From an optimization exercise on the open Yosys and OpenROAD flow, aimed at small area, a short achievable clock period and few clock cycles per item; shortcuts taken in it are not production practice. In this exercise RTL edits were held to simulation tests only and were not proved equivalent to the original. Power and IR drop assume default switching activity.

### run.sh
#!/bin/bash
# synth_recipe.tcl (not shown) runs the flow's synth.tcl, then flattens the netlist and writes it again
# the make line also repeats each setting of config.mk as NAME=value (left out here)
make -C /OpenROAD-flow-scripts/flow DESIGN_CONFIG=/design/flow/config.mk WORK_HOME=/design/flow/orfs CLKGATE_MAP_FILE= SYNTH_SCRIPT=/design/flow/synth_recipe.tcl finish
### config.mk
export PLATFORM = sky130hd
export DESIGN_NAME = alu_mdu
export DESIGN_NICKNAME = alu_mdu
export VERILOG_FILES = /design/flow/design.v
export SDC_FILE = /design/flow/constraint.sdc
export NUM_CORES = 4
export LEC_CHECK = 0
export ABC_AREA = 1
export CAP_MARGIN = 30
export CORE_MARGIN = 2
export CORE_UTILIZATION = 40
export SETUP_SLACK_MARGIN = 3.0
export SLEW_MARGIN = 20
### constraint.sdc
create_clock -name core_clock -period 10.0 [get_ports {clk}]
set_input_delay 2.0000 -clock core_clock [delete_from_list [all_inputs] [get_ports {clk}]]
set_output_delay 2.0000 -clock core_clock [all_outputs]
set_load 0.01 [all_outputs]
### design.v
module alu_mdu #(
  parameter int unsigned WIDTH = 32,
  parameter int unsigned SHW   = 5
) (
  input  logic             clk,
  input  logic             rst_n,
  input  logic [WIDTH-1:0] busA,
  input  logic [WIDTH-1:0] busB,
  input  logic [4:0]       ALUctr,
  input  logic [SHW-1:0]   shamt,
  input  logic             start,
  output logic [WIDTH-1:0] Result,
  output logic             Zero,
  output logic             busy,
  output logic             done,
  output logic [WIDTH-1:0] hi,
  output logic [WIDTH-1:0] lo
);
  localparam logic [4:0] OpAdd   = 5'b00000;
  localparam logic [4:0] OpSub   = 5'b00001;
  localparam logic [4:0] OpSlt   = 5'b00010;
  localparam logic [4:0] OpAnd   = 5'b00011;
  localparam logic [4:0] OpNor   = 5'b00100;
  localparam logic [4:0] OpOr    = 5'b00101;
  localparam logic [4:0] OpXor   = 5'b00110;
  localparam logic [4:0] OpSll   = 5'b00111;
  localparam logic [4:0] OpSrl   = 5'b01000;
  localparam logic [4:0] OpSltu  = 5'b01001;
  localparam logic [4:0] OpSllv  = 5'b01100;
  localparam logic [4:0] OpSra   = 5'b01101;
  localparam logic [4:0] OpSrav  = 5'b01110;
  localparam logic [4:0] OpSrlv  = 5'b01111;
  localparam logic [4:0] OpLui   = 5'b10000;
  localparam logic [4:0] OpMult  = 5'b10001;
  localparam logic [4:0] OpMultu = 5'b10010;
  localparam logic [4:0] OpDiv   = 5'b10011;
  localparam logic [4:0] OpDivu  = 5'b10100;
  localparam logic [4:0] OpMfhi  = 5'b10101;
  localparam logic [4:0] OpMflo  = 5'b10110;
  localparam logic [4:0] OpMthi  = 5'b10111;
  localparam logic [4:0] OpMtlo  = 5'b11000;
  logic [31:0] hi_q, lo_q;
  function automatic logic [32:0] carries(input logic [31:0] g, input logic [31:0] p, input logic cin);
    logic [31:0] gg, pp;
    gg = g; pp = p;
    gg[0] = g[0] | (p[0] & cin);
    for (int l = 0; l < 5; l++)
      for (int k = 31; k >= 0; k--)
        if ((k >> l) % 2 == 1) begin
          gg[k] = gg[k] | (pp[k] & gg[((k >> l) << l) - 1]);
          pp[k] = pp[k] & pp[((k >> l) << l) - 1];
        end
    carries = {gg, cin};    
  endfunction
  logic [31:0] gen, prop, kill, gsub, psub;
  logic [32:0] cadd, csub;
  logic [31:0] sum_add, sum_sub;
  logic        slt, sltu;
  always_comb begin
    gen     = busA & busB;
    prop    = busA ^ busB;
    kill    = ~(busA | busB);
    gsub    = busA & ~busB;
    psub    = ~prop;
    cadd    = carries(gen, prop, 1'b0);
    csub    = carries(gsub, psub, 1'b1);
    sum_add = prop ^ cadd[31:0];
    sum_sub = psub ^ csub[31:0];
  end
  assign slt  = (busA[31] ^ busB[31]) ? busA[31] : sum_sub[31];
  assign sltu = ~csub[32];
  logic        sh_left, sh_arith, sh_var, is_lui;
  logic [4:0]  amt;
  logic [31:0] sh_in, sh_out, sh_rev;
  logic [32:0] sh_wide;
  always_comb begin
    is_lui   = (ALUctr == OpLui);
    sh_left  = (ALUctr == OpSll) || (ALUctr == OpSllv) || is_lui;
    sh_arith = (ALUctr == OpSra) || (ALUctr == OpSrav);
    sh_var   = (ALUctr == OpSllv) || (ALUctr == OpSrav) || (ALUctr == OpSrlv);
    amt      = is_lui ? 5'd16 : (sh_var ? busA[4:0] : shamt);
    for (int i = 0; i < 32; i++) sh_in[i] = sh_left ? busB[31-i] : busB[i];
    sh_wide  = $signed({sh_arith & busB[31], sh_in}) >>> amt;
    sh_out   = sh_wide[31:0];
    for (int i = 0; i < 32; i++) sh_rev[i] = sh_out[31-i];
  end
  logic t_add, t_sub, t_and, t_or, t_xor, t_nor, s_slt, s_sltu, s_shr, s_shl, s_hi, s_lo;
  logic [31:0] xo;
  logic        z_add, z_sub;
  always_comb begin
    t_add  = (ALUctr == OpAdd);
    t_sub  = (ALUctr == OpSub);
    t_and  = (ALUctr == OpAnd);
    t_or   = (ALUctr == OpOr);
    t_xor  = (ALUctr == OpXor);
    t_nor  = (ALUctr == OpNor);
    s_slt  = (ALUctr == OpSlt);
    s_sltu = (ALUctr == OpSltu);
    s_shl  = sh_left;
    s_shr  = (ALUctr == OpSrl) || (ALUctr == OpSrlv) || sh_arith;
    s_hi   = (ALUctr == OpMfhi);
    s_lo   = (ALUctr == OpMflo);
    xo     = (gen & {32{t_and | t_or}}) | (prop & {32{t_or | t_xor}}) | (kill & {32{t_nor}})
           | (sh_out & {32{s_shr}}) | (sh_rev & {32{s_shl}})
           | (hi_q & {32{s_hi}}) | (lo_q & {32{s_lo}});
    Result = xo | (sum_add & {32{t_add}}) | (sum_sub & {32{t_sub}})
           | {31'b0, (slt & s_slt) | (sltu & s_sltu)};
    z_add  = &(prop ~^ {~kill[30:0], 1'b0});
    z_sub  = &psub;    
    Zero   = t_add  ? z_add :
             t_sub  ? z_sub :
             s_slt  ? ~slt :
             s_sltu ? ~sltu : ~|xo;
  end
  logic        busy_q, done_q;
  logic        st_mul, st_dnorm, st_div, st_fix;   
  logic [32:0] d_q;         
  logic        bprev_q;     
  logic        sgn_q;       
  logic        negq_q, negr_q;
  logic [1:0]  mcnt_q;      
  logic        m5_q;        
  logic [1:0]  mr_q;        
  logic [3:0]  dcnt_q;      
  logic accept, acc_mul, acc_div, acc_signed;
  assign accept     = start & ~busy_q;
  assign acc_mul    = accept & ((ALUctr == OpMult) | (ALUctr == OpMultu));
  assign acc_div    = accept & ((ALUctr == OpDiv) | (ALUctr == OpDivu));
  assign acc_signed = (ALUctr == OpMult) | (ALUctr == OpDiv);
  logic [8:0]  bx;
  logic [40:0] msum;
  logic [35:0] ppr [4];
  logic [3:0]  pneg;
  logic        mlast;         
  always_comb begin
    bx = m5_q ? {8'b0, bprev_q} : {lo_q[7:0], bprev_q};
    for (int i = 0; i < 4; i++) begin
      logic one, two;
      one     = bx[2*i] ^ bx[2*i+1];
      two     = (bx[2*i+2] & ~bx[2*i+1] & ~bx[2*i]) | (~bx[2*i+2] & bx[2*i+1] & bx[2*i]);
      pneg[i] = bx[2*i+2] & ~(bx[2*i+1] & bx[2*i]);
      for (int j = 0; j < 34; j++)
        ppr[i][j] = ((one & d_q[j < 33 ? j : 32]) | (two & (j > 0 ? d_q[j-1] : 1'b0))) ^ pneg[i];
      ppr[i][35:34] = {2{ppr[i][33]}};
    end
    msum = {{9{hi_q[31]}}, hi_q}
         + {{5{ppr[0][35]}}, ppr[0]}
         + {{3{ppr[1][35]}}, ppr[1], 2'b0}
         + {{1{ppr[2][35]}}, ppr[2], 4'b0}
         + {ppr[3][34:0], 6'b0}
         + {34'b0, pneg[3], 1'b0, pneg[2], 1'b0, pneg[1], 1'b0, pneg[0]};
    mlast = m5_q || mr_q[0] || (mcnt_q == 2'd3 && !(~sgn_q & lo_q[7]));
  end
  function automatic logic [5:0] lzc32(input logic [31:0] x);
    lzc32 = 6'd32;
    for (int i = 0; i < 32; i++) if (x[i]) lzc32 = 6'd31 - i[5:0];
  endfunction
  logic [31:0] hi_neg, lo_neg, a_abs, b_abs;
  logic [32:0] d_sh;
  logic [5:0]  lza, lzb;
  logic [6:0]  sdiff;
  logic [4:0]  sodd;
  logic [33:0] t1, t2;
  logic [31:0] r1, r2;
  logic        q1, q2;
  always_comb begin
    hi_neg = -hi_q;
    lo_neg = -lo_q;
    a_abs  = (sgn_q & hi_q[31]) ? hi_neg : hi_q;
    b_abs  = (sgn_q & lo_q[31]) ? lo_neg : lo_q;
    lza    = lzc32(a_abs);
    lzb    = lzc32(b_abs);
    sdiff  = {1'b0, lzb} - {1'b0, lza};
    sodd   = sdiff[4:0] | 5'd1;    
    d_sh   = {1'b0, b_abs} << sodd;
    t1     = {2'b0, hi_q} - {1'b0, d_q};
    q1     = ~t1[33];
    r1     = q1 ? t1[31:0] : hi_q;
    t2     = {2'b0, r1} - {2'b0, d_q[32:1]};
    q2     = ~t2[33];
    r2     = q2 ? t2[31:0] : r1;
  end
  always_ff @(posedge clk) begin
    if (!rst_n) begin
      busy_q   <= 1'b0;
      done_q   <= 1'b0;
      st_mul   <= 1'b0;
      st_dnorm <= 1'b0;
      st_div   <= 1'b0;
      st_fix   <= 1'b0;
      hi_q     <= '0;
      lo_q     <= '0;
    end else begin
      done_q <= 1'b0;
      if (!busy_q) begin
        if (acc_mul) begin
          busy_q <= 1'b1;
          st_mul <= 1'b1;
          hi_q   <= '0;
          lo_q   <= busB;
        end else if (acc_div) begin
          busy_q   <= 1'b1;
          st_dnorm <= 1'b1;
          hi_q     <= busA;
          lo_q     <= busB;
        end else if (start && ALUctr == OpMthi) begin
          hi_q <= busA;
        end else if (start && ALUctr == OpMtlo) begin
          lo_q <= busA;
        end
      end
      if (st_mul) begin
        if (m5_q) begin
          hi_q <= msum[31:0];
        end else if (mr_q[0]) begin
          {hi_q, lo_q} <= {{15{msum[40]}}, msum, lo_q[31:24]};
        end else begin
          hi_q <= msum[39:8];
          lo_q <= {msum[7:0], lo_q[31:8]};
        end
        if (mlast) begin
          st_mul <= 1'b0;
          busy_q <= 1'b0;
          done_q <= 1'b1;
        end
      end
      if (st_dnorm) begin
        st_dnorm <= 1'b0;
        if (lo_q == '0) begin
          lo_q   <= '1;
          busy_q <= 1'b0;
          done_q <= 1'b1;
        end else if (sdiff[6]) begin
          lo_q   <= '0;
          busy_q <= 1'b0;
          done_q <= 1'b1;
        end else begin
          hi_q   <= a_abs;
          lo_q   <= '0;
          st_div <= 1'b1;
        end
      end
      if (st_div) begin
        hi_q <= r2;
        lo_q <= {lo_q[29:0], q1, q2};
        if (dcnt_q == '0) begin
          st_div <= 1'b0;
          if (negq_q | negr_q) begin
            st_fix <= 1'b1;
          end else begin
            busy_q <= 1'b0;
            done_q <= 1'b1;
          end
        end
      end
      if (st_fix) begin
        if (negr_q) hi_q <= hi_neg;
        if (negq_q) lo_q <= lo_neg;
        st_fix <= 1'b0;
        busy_q <= 1'b0;
        done_q <= 1'b1;
      end
    end
  end
  always_ff @(posedge clk) begin
    if (!busy_q) begin
      d_q     <= {acc_signed & busA[31], busA};
      sgn_q   <= acc_signed;
      bprev_q <= 1'b0;
      mcnt_q  <= '0;
      m5_q    <= 1'b0;
      mr_q    <= {busB[31:15] == {17{acc_signed & busB[31]}}, 1'b0};
    end
    if (st_mul) begin
      bprev_q <= lo_q[7];
      mcnt_q  <= mcnt_q + 2'd1;
      m5_q    <= (mcnt_q == 2'd3);
      mr_q    <= {1'b0, mr_q[1]};
    end
    if (st_dnorm) begin
      d_q    <= d_sh;
      dcnt_q <= sodd[4:1];
      negr_q <= sgn_q & hi_q[31];
      negq_q <= sgn_q & (hi_q[31] ^ lo_q[31]);
    end
    if (st_div) begin
      d_q    <= d_q >> 2;
      dcnt_q <= dcnt_q - 4'd1;
    end
  end
  assign busy = busy_q;
  assign done = done_q;
  assign hi   = hi_q;
  assign lo   = lo_q;
endmodule
==> results of run 1 <==
-- layer usage --
layer	vias up	GRT usage	part of all wire
li1	17280	-	-
met1	18710	0.5796	0.37
met4	8	0.3365	0.098
met3	843	0.1318	0.13
met5	-	0.0006254	0.00046
met2	2960	0.6583	0.40
-- worst paths after layout --
| kind | startpoint | end | slack (ps) | depth (start not counted) |
|---|---|---|---|---|
| max | busB[0] | Result[11] | 2040 | 32 |
| min | mr_q[1] | mr_q[0] | 530 | 2 |
| max reg2reg | d_q[8] | hi_q[23] | 2750 | 51 |
| min reg2reg | mr_q[1] | mr_q[0] | 530 | 2 |
-- layout make-up --
class	instances	area, µm²	share of cell area
antenna	7	17.52	0.0004363
clock buffer	18	439.2	0.01094
clock inverter	14	105.1	0.002618
inverter	710	2883	0.07180
multi-input combinational	3741	26380	0.6569
sequential	116	2775	0.06912
tap	969	1212	0.03020
timing repair buffer	676	6316	0.1573
timing repair inverter	4	27.53	0.0006856
-- cell usage after synthesis (55+ instances only) --
master and count:
nand2_1 1013, inv_1 644, o21ai_0 425, a21oi_1 319, nor2_1 277, ha_1 253, nand3_1 221, xor2_1 217
o22ai_1 211, clkbuf_1 200, fa_1 121, dfxtp_1 73, o211ai_1 69, nor3_1 60, xnor2_1 55
-- what timing repair did --
item                                    CTS  global route
pin swaps                               146           209
resized for setup                       760           446
buffers inserted                        188           144
endpoints found under the setup margin   72            96
gates cloned                             15            10
-- flip-flops by register name, summed over array words and instances, names as in the netlist, 2 cells and up --
signal,count
d_q,33
hi_q,32
lo_q,32
dcnt_q,4
mcnt_q,2
mr_q,2
-- power by group --
group / internal, mW / switching, mW
clock network: 0.324 / 0.295
registers: 0.550 / 0.112
logic: 2.44 / 5.28
-- kinds of logic after synthesis --
group,count (synthesis),synth area share
buf+inv,955,0.1224
simple gates,1725,0.2459
compound gates,1348,0.2681
xor+xnor,272,0.07959
mux,16,0.005350
flops,116,0.09196
fa+ha+maj,374,0.1867
-- worst reg2reg max path: cells and delay by family (launching register included) --
kind	cells	cell delay [ps]
AO/OA/AOI/OAI	16	2860
adder cells (fa/ha/maj)	3	840
buffers and inverters	11	1300
flip-flops	1	530
AND/OR/NAND/NOR	21	1680
==> run notes, run 1 <==
- Initial antenna violation count: 12
- CTS sink count: approximately 120
- Status: complete, no violations
- Max_slew headroom: 0.2704
- Hold-fix buffers, CTS: 0
- CP max stage delay: 330 ps
- Fillers: between 7000 and 8000
- Worst Path Required: approximately 8000 ps
- Final WL: 186300 µm
- Critical Path Most Common Cell: buf_4
- Core outline area: around 74000 µm²
- #FFs+latches synth: 116
- Slew Limit Fails: 0
- DP HPWL: 140000 µm
- Die height: 277.6 µm
- Final GP Congestion: 1.107
- Post-Synthesis Cells: 4806
- # setup viols final: 0
- CTS tree: built
- Initial Utilization: 0.4028
- Post-synth top area share: 0.1270
- Placed cells: 5852
- CTS buffer count: 17
- Crit path arrival time: 5960 ps
- Row count: 100
- Chip width: roughly 280 µm
- Syn_nets: 5257
- Fin crit period: between 7000 and 8000 ps
- Max_cap viols: 0
- Areal power density over the cells: 224.3 nW/µm²
- IO Port Bufs: 175
- WL per Instance: 29.78 µm
- Drt pass-1 iters: 9
- H-tree levels: 4
- Post-layout net count: around 5700
- Final non-filler cell area: 40150 µm²
- Skew-Pair Late Insertion Delay: 500 ps
- Post-Syn Area: between 20000 and 30000 µm²
- Main synth FF type: dfxtp_1
- Crit path max-delay family: buffers and inverters
- WP buf/inv: 17
- Worst setup margin: 2042 ps
- Setup crit end kind: primary output
- Worst slack at placement: 562.7 ps
- Area Overhead vs Synth: 34.13%
- Seq/Total Area, Yosys: 0.09196
- Layout Skew: 17.50 ps
- Synthesized area per cell: between 6 and 7 µm²
- Hold Path Class: flip-flop to flip-flop
- Synth unique cells: between 60 and 70
- Post-Layout Cell Count: 6255
- Root Buffer Master: clkbuf_16
- Hold_ws: ~530 ps
- CTS clk-pin slew, worst paths: 70 ps
- Final Cycle Share: 0.7958
- Vias in the first global route: roughly 36000
- Peak supply drop: approximately 0.37 mV
- Startpoint types: primary input
- DR vias: between 30000 and 40000
- ANT nets after route: 0
- Max Clk Rate: 125.7 MHz
- Placed Instance Area: 33190 µm²
- Largest net degree at the start of global routing: 64
- Maximum clock insertion buffer count: 2
- Total gr overflow: 0
- Async set-reset flop share out of synthesis: 0
- Setup TNS: 0 ps
- Residual DRC count: 0
- Share of cells above drive strength 1: 0.2313
- Detailed Route Iter0 Violations: 5584
- Global-route wire length before repair: 256400 µm
- Worst slew pin tran: around 1100 ps
- Via-per-instance ratio: 6.363
- Ports: around 180
- CP Class: primary input to primary output
- Commonest non-fill, non-tap cell in the layout: nand2_1
- Synth area leader: nand2_1
- Yosys warns: 2
- Synth top area cells: nand2_1 (13%), ha_1 (11%), fa_1 (8.1%)
- Lkg Pwr: roughly 19 nW
- Overall power: ~9.0 mW
- Final Hold Vio Count: 0
- GRT Total Usage: 0.4576
- Die area: 77040 µm²
- Slowest CP cell: fa_2
- RSZ-0062 raised after global routing: yes
- Crit-path max FO: 3
- Most frequent cells in the layout: nand2_1 (928), inv_1 (578), buf_4 (399), o21ai_0 (279), a21oi_1 (272)
- Layout Utilization: 0.5402
- Number of flops mapped to enable cells by yosys: 43
Testbench counts, summed over its fixed seeds: cycles 1,580, ops 320.
==> run 2, diff against run 1 <==
--- a/design.v
+++ b/design.v
@@ -129,2 +129,6 @@
   assign acc_signed = (ALUctr == OpMult) | (ALUctr == OpDiv);
+  logic narrow_a, narrow_b, mswap;
+  assign narrow_a = (busA[31:15] == {17{acc_signed & busA[31]}});
+  assign narrow_b = (busB[31:15] == {17{acc_signed & busB[31]}});
+  assign mswap    = narrow_a & ~narrow_b;
   logic [8:0]  bx;
@@ -199,3 +203,3 @@
           hi_q   <= '0;
-          lo_q   <= busB;
+          lo_q   <= mswap ? busA : busB;
         end else if (acc_div) begin
@@ -266,3 +270,3 @@
     if (!busy_q) begin
-      d_q     <= {acc_signed & busA[31], busA};
+      d_q     <= mswap ? {acc_signed & busB[31], busB} : {acc_signed & busA[31], busA};
       sgn_q   <= acc_signed;
@@ -271,3 +275,3 @@
       m5_q    <= 1'b0;
-      mr_q    <= {busB[31:15] == {17{acc_signed & busB[31]}}, 1'b0};
+      mr_q    <= {narrow_a | narrow_b, 1'b0};
     end
--- a/config.mk
+++ b/config.mk
@@ -11,3 +11,4 @@
 export CORE_UTILIZATION = 40
-export SETUP_SLACK_MARGIN = 3.0
+export SETUP_SLACK_MARGIN = 2.5
 export SLEW_MARGIN = 20
+export TNS_END_PERCENT = 0
==> run 2 against run 1 <==
Against the previous run:
- still clean
- critical path depth fell by 10
- die area grew 3.8%
- worst setup slack improved by 4.2 ps
- synthesized area up 3.8%
- fmax barely moved
- largest cell class unchanged
- highest routed layer unchanged
==> run notes, run 2 <==
- Sw frac: 0.6297 (was 0.6318)
- Layout Skew: 23.89 ps (was 17.50 ps)
- Setup crit start: busA[14] (was busB[0])
- Clock share of power: 0.080 (was 0.069)
- Drt pass-1 iters: 9 (unchanged)
- Most frequent cells in the layout: nand2_1 (1007), inv_1 (608), o21ai_0 (463), a21oi_1 (326), nor2_1 (301) (was nand2_1 (928), inv_1 (578), buf_4 (399), o21ai_0 (279), a21oi_1 (272))
- Maximum clock insertion buffer count: 2 (unchanged)
- Seq/Total Area, Yosys: 0.08855 (was 0.09196)
- CTS clk-pin slew, worst paths: 80 ps (was 70 ps)
- Area Overhead vs Synth: 19.74% (was 34.13%)
- Comb power frac: 0.844 (was 0.858)
- Final WL: 188000 µm (was 186300 µm)
- GRT Total Usage: 0.4555 (was 0.4576)
- Post-Layout Cell Count: 6323 (was 6255)
- CTS buffer count: 17 (unchanged)
- Total gr overflow: 0 (unchanged)
- Most common library cells after synthesis: nand2_1 (1022), inv_1 (652), o21ai_0 (543), a21oi_1 (340), nor2_1 (330) (was nand2_1 (1013), inv_1 (644), o21ai_0 (425), a21oi_1 (319), nor2_1 (277))
- Areal power density over the cells: 223.0 nW/µm² (was 224.3 nW/µm²)
- Crit-path max FO: 6 (was 3)
- Number of flops mapped to enable cells by yosys: 43 (unchanged)
- Max Clk Rate: 125.7 MHz (about the same)
- Register area: 2760 µm² (was 2775 µm²)
- Main synth FF type: dfxtp_1 (unchanged)
- ANT nets after route: 0 (unchanged)
- Hold-fix buffers, CTS: 0 (unchanged)
- Residual DRC count: 0 (unchanged)
- Chip width: 282.8 µm (was 277.6 µm)
- Worst setup margin: 2046 ps (was 2042 ps)
- Fillers: 8250 (was 7520)
- Final GP Congestion: 1.103 (was 1.107)
- Top-count cell post-synth: nand2_1 (unchanged)
- Max_slew headroom: 0.2525 (was 0.2704)
- Syn_nets: 5486 (was 5257)
- Die height: 282.8 µm (was 277.6 µm)
- Ports: 176 (unchanged)
- Largest net degree at the start of global routing: 64 (unchanged)
- IO Port Bufs: 175 (unchanged)
- Status: complete, no violations (unchanged)
- # setup viols final: 0 (unchanged)
- Vias in the first global route: 35430 (was 35600)
- Largest register by flop count: d_q (unchanged)
- Synth unique cells: 70 (was 68)
- Post-layout net count: 5713 (was 5717)
- Die area: 79960 µm² (was 77040 µm²)
- Psw: 5.227 mW (was 5.690 mW)
- Fin crit period: 7954 ps (was 7958 ps)
- Commonest non-fill, non-tap cell in the layout: nand2_1 (unchanged)
- Synth area leader: nand2_1 (unchanged)
- Root Buffer Master: clkbuf_16 (unchanged)
- Largest registers: d_q (33), hi_q (32), lo_q (32) (unchanged)
- Launching point of the worst reg2reg path: m5_q (was d_q[8])
- Detailed Route Iter0 Violations: 6245 (was 5584)
- Worst slack at placement: 258.3 ps (was 562.7 ps)
- Startpoint types: primary input (unchanged)
- Lkg Pwr: 17.77 nW (was 19.40 nW)
- Initial antenna violation count: 12 (unchanged)
- Layout Utilization: 0.4821 (was 0.5402)
- Post-synth top area share: 0.1234 (was 0.1270)
- Setup TNS: 0 ps (unchanged)
- Worst Path Required: 8000 ps (about the same)
- #FFs+latches synth: 116 (unchanged)
- Skew-Pair Late Insertion Delay: 480 ps (was 500 ps)
- Share of cells above drive strength 1: 0.1299 (was 0.2313)
- DR vias: 39920 (was 39800)
- Max_cap viols: 0 (unchanged)
- P_int: 3.074 mW (was 3.316 mW)
- RSZ-0062 raised after global routing: yes (unchanged)
- Setup crit end kind: primary output (unchanged)
- Via-per-instance ratio: 6.314 (was 6.363)
- H-tree levels: 4 (unchanged)
- Max reg flops: 33 (unchanged)
- Final Hold Vio Count: 0 (unchanged)
- Yosys warns: 2 (unchanged)
- WL per Instance: 29.74 µm (was 29.78 µm)
- Async set-reset flop share out of synthesis: 0 (unchanged)
- Core outline area: 77210 µm² (was 74320 µm²)
- DP HPWL: 146300 µm (was 140000 µm)
- Global-route wire length before repair: 259200 µm (was 256400 µm)
- CP Class: primary input to primary output (unchanged)
- Worst slew pin tran: 1110 ps (was 1087 ps)
- Post-Syn Area: 31080 µm² (was 29930 µm²)
- Synth top area cells: nand2_1 (12%), ha_1 (10%), o21ai_0 (8.7%) (was nand2_1 (13%), ha_1 (11%), fa_1 (8.1%))
- CTS sink count: 116 (unchanged)
- HP Start: lo_q[1] (was mr_q[1])
- Synthesized area per cell: 6.174 µm² (was 6.228 µm²)
- Crit path arrival time: 5950 ps (was 5960 ps)
- Initial Utilization: 0.4026 (was 0.4028)
- Power share of the sequential group: 0.076 (was 0.073)
- Final Cycle Share: 0.7954 (was 0.7958)
- Post-Synthesis Cells: 5035 (was 4806)
- Slew Limit Fails: 0 (unchanged)
- Placed cells: 6171 (was 5852)
- Hold Path Class: flip-flop to flip-flop (unchanged)
- Row count: 102 (was 100)
- Peak supply drop: 0.4862 mV (was 0.3730 mV)
- Multi-input gate area: 25540 µm² (was 26380 µm²)
- CTS tree: built (unchanged)
-- run 2: cell types whose count changed after synthesis, sizes merged, moves of 15 or more --
cell     delta
clkinv     -15
a32oi      +31
clkbuf     +33
o2111ai    +16
a221oi     -22
o21ai      +97
o211ai     +51
inv        +15
o22ai      -21
a21oi      +20
nor2       +50
nor3       -17
-- run 2: final cells by class --
cell class,instances,share of cell area
clock inverter,13,0.003294
clock buffer,19,0.01220
timing repair buffer,480,0.1146
antenna,8,0.0005378
inverter,710,0.07378
sequential,116,0.07415
multi-input combinational,3935,0.6862
timing repair inverter,2,0.0002689
tap,1040,0.03496
-- run 2: logic make-up (layout without fill, tap and decap cells) --
group,count (synthesis),after routing,synth area share
and+or+nand+nor,1763,1763,0.2394
AOI/OAI and AO/OA,1510,1510,0.2899
buffers and inverters,984,1224,0.1208
adders and majority gates,374,374,0.1798
xor gates and xnor gates,278,278,0.07833
DFF,116,116,0.08855
muxes,10,10,0.003220
other,0,8,0
-- run 2: worst paths after layout --
kind          endpoint  slack, ps  cells past startpoint
min            lo_q[3]        540                      2
max          Result[0]       2050                     22
max reg2reg   hi_q[14]       2430                     30
min reg2reg    lo_q[3]        540                      2
-- run 2: what timing repair did --
item | 4_1_cts | 5_1_grt
gates cloned | 1 | 3
pin swaps | 46 | 67
endpoints found under the setup margin | 65 | 78
buffers inserted | 59 | 43
gates resized for setup | 347 | 152
-- run 2: stage by stage --
step	cell area (µm²)	hold WS, ps	power (mW)
finish	37220	535.5	8.301
global route	37200	589.7	8.872
CTS	36350	539.1	7.966
detailed placement	34680	516.9	7.191
global placement	34610	518.8	7.196
floorplan	31080	478.3	5.167
-- run 2: worst max-delay path, stage by stage --
cell             delay (ps)
clkdlybuf4s50_1         720
buf_4                   360
ha_1                    190
inv_1                    60
o211ai_1                380
a21oi_1                 110
inv_1                    80
nand2_1                  50
nand2_1                  90
inv_2                    50
o21ai_1                 120
inv_1                    90
nor2_2                  140
inv_2                    70
nor2_4                  120
nor2_2                   60
nor2_1                  170
nor2_2                   80
fa_1                    430
nand4_1                 140
nand4_1                 150
clkdlybuf4s15_1         270
-- run 2: metal layers --
layer / wire [µm] / global-route usage / vias up
li1: - / - / 17670
met1: 76160 / 0.6152 / 18830
met2: 73190 / 0.6296 / 2843
met3: 26290 / 0.1535 / 572
met4: 12320 / 0.2515 / 6
met5: 76 / 0 / -
-- run 2: power groups by stage --
stage | Sequential [mW] | Combinational [mW] | Clock [mW]
global placement | 0.635 | 6.56 | 0
CTS | 0.625 | 6.68 | 0.656
finish | 0.633 | 7.01 | 0.663
floorplan | 0.613 | 4.55 | 0
detailed placement | 0.635 | 6.56 | 0
global route | 0.633 | 7.57 | 0.673
Testbench counts of run 2, summed over its fixed seeds: cycles 1,516, ops 320.

[static timing again, ports no longer ideal]
The flow's constraints put no driver on any port. The routed layouts listed below were extracted and timed again, unchanged, in two steps.
Step 1, drivers: a clkbuf_16 drives clk and a buf_2 each remaining input, both assumed.
Step 2 times the ports against the registers' clock, not the clock port: input delays grow and output delays shrink by t, the midpoint of the rising clock arrivals with the driver on.
Slacks: ideal / step 1 / step 2; pairs: ideal / step 1.
run	t, ns	slack for setup (ns)	worst setup path after step 2	latest minus earliest clock arrival (ns)	worst register clock-pin slew, ns
run 1	0.560	2.042 / 1.986 / 1.986	input to output	0.018 / 0.017	0.08 / 0.08
run 2	0.543	2.046 / 1.982 / 1.982	input to output	0.024 / 0.024	0.08 / 0.08
After both steps setup and hold are still met in every run listed. For run 2, which loses most, drivers alone change the setup slack by -0.064 ns; drivers and shift together by -0.064 ns.
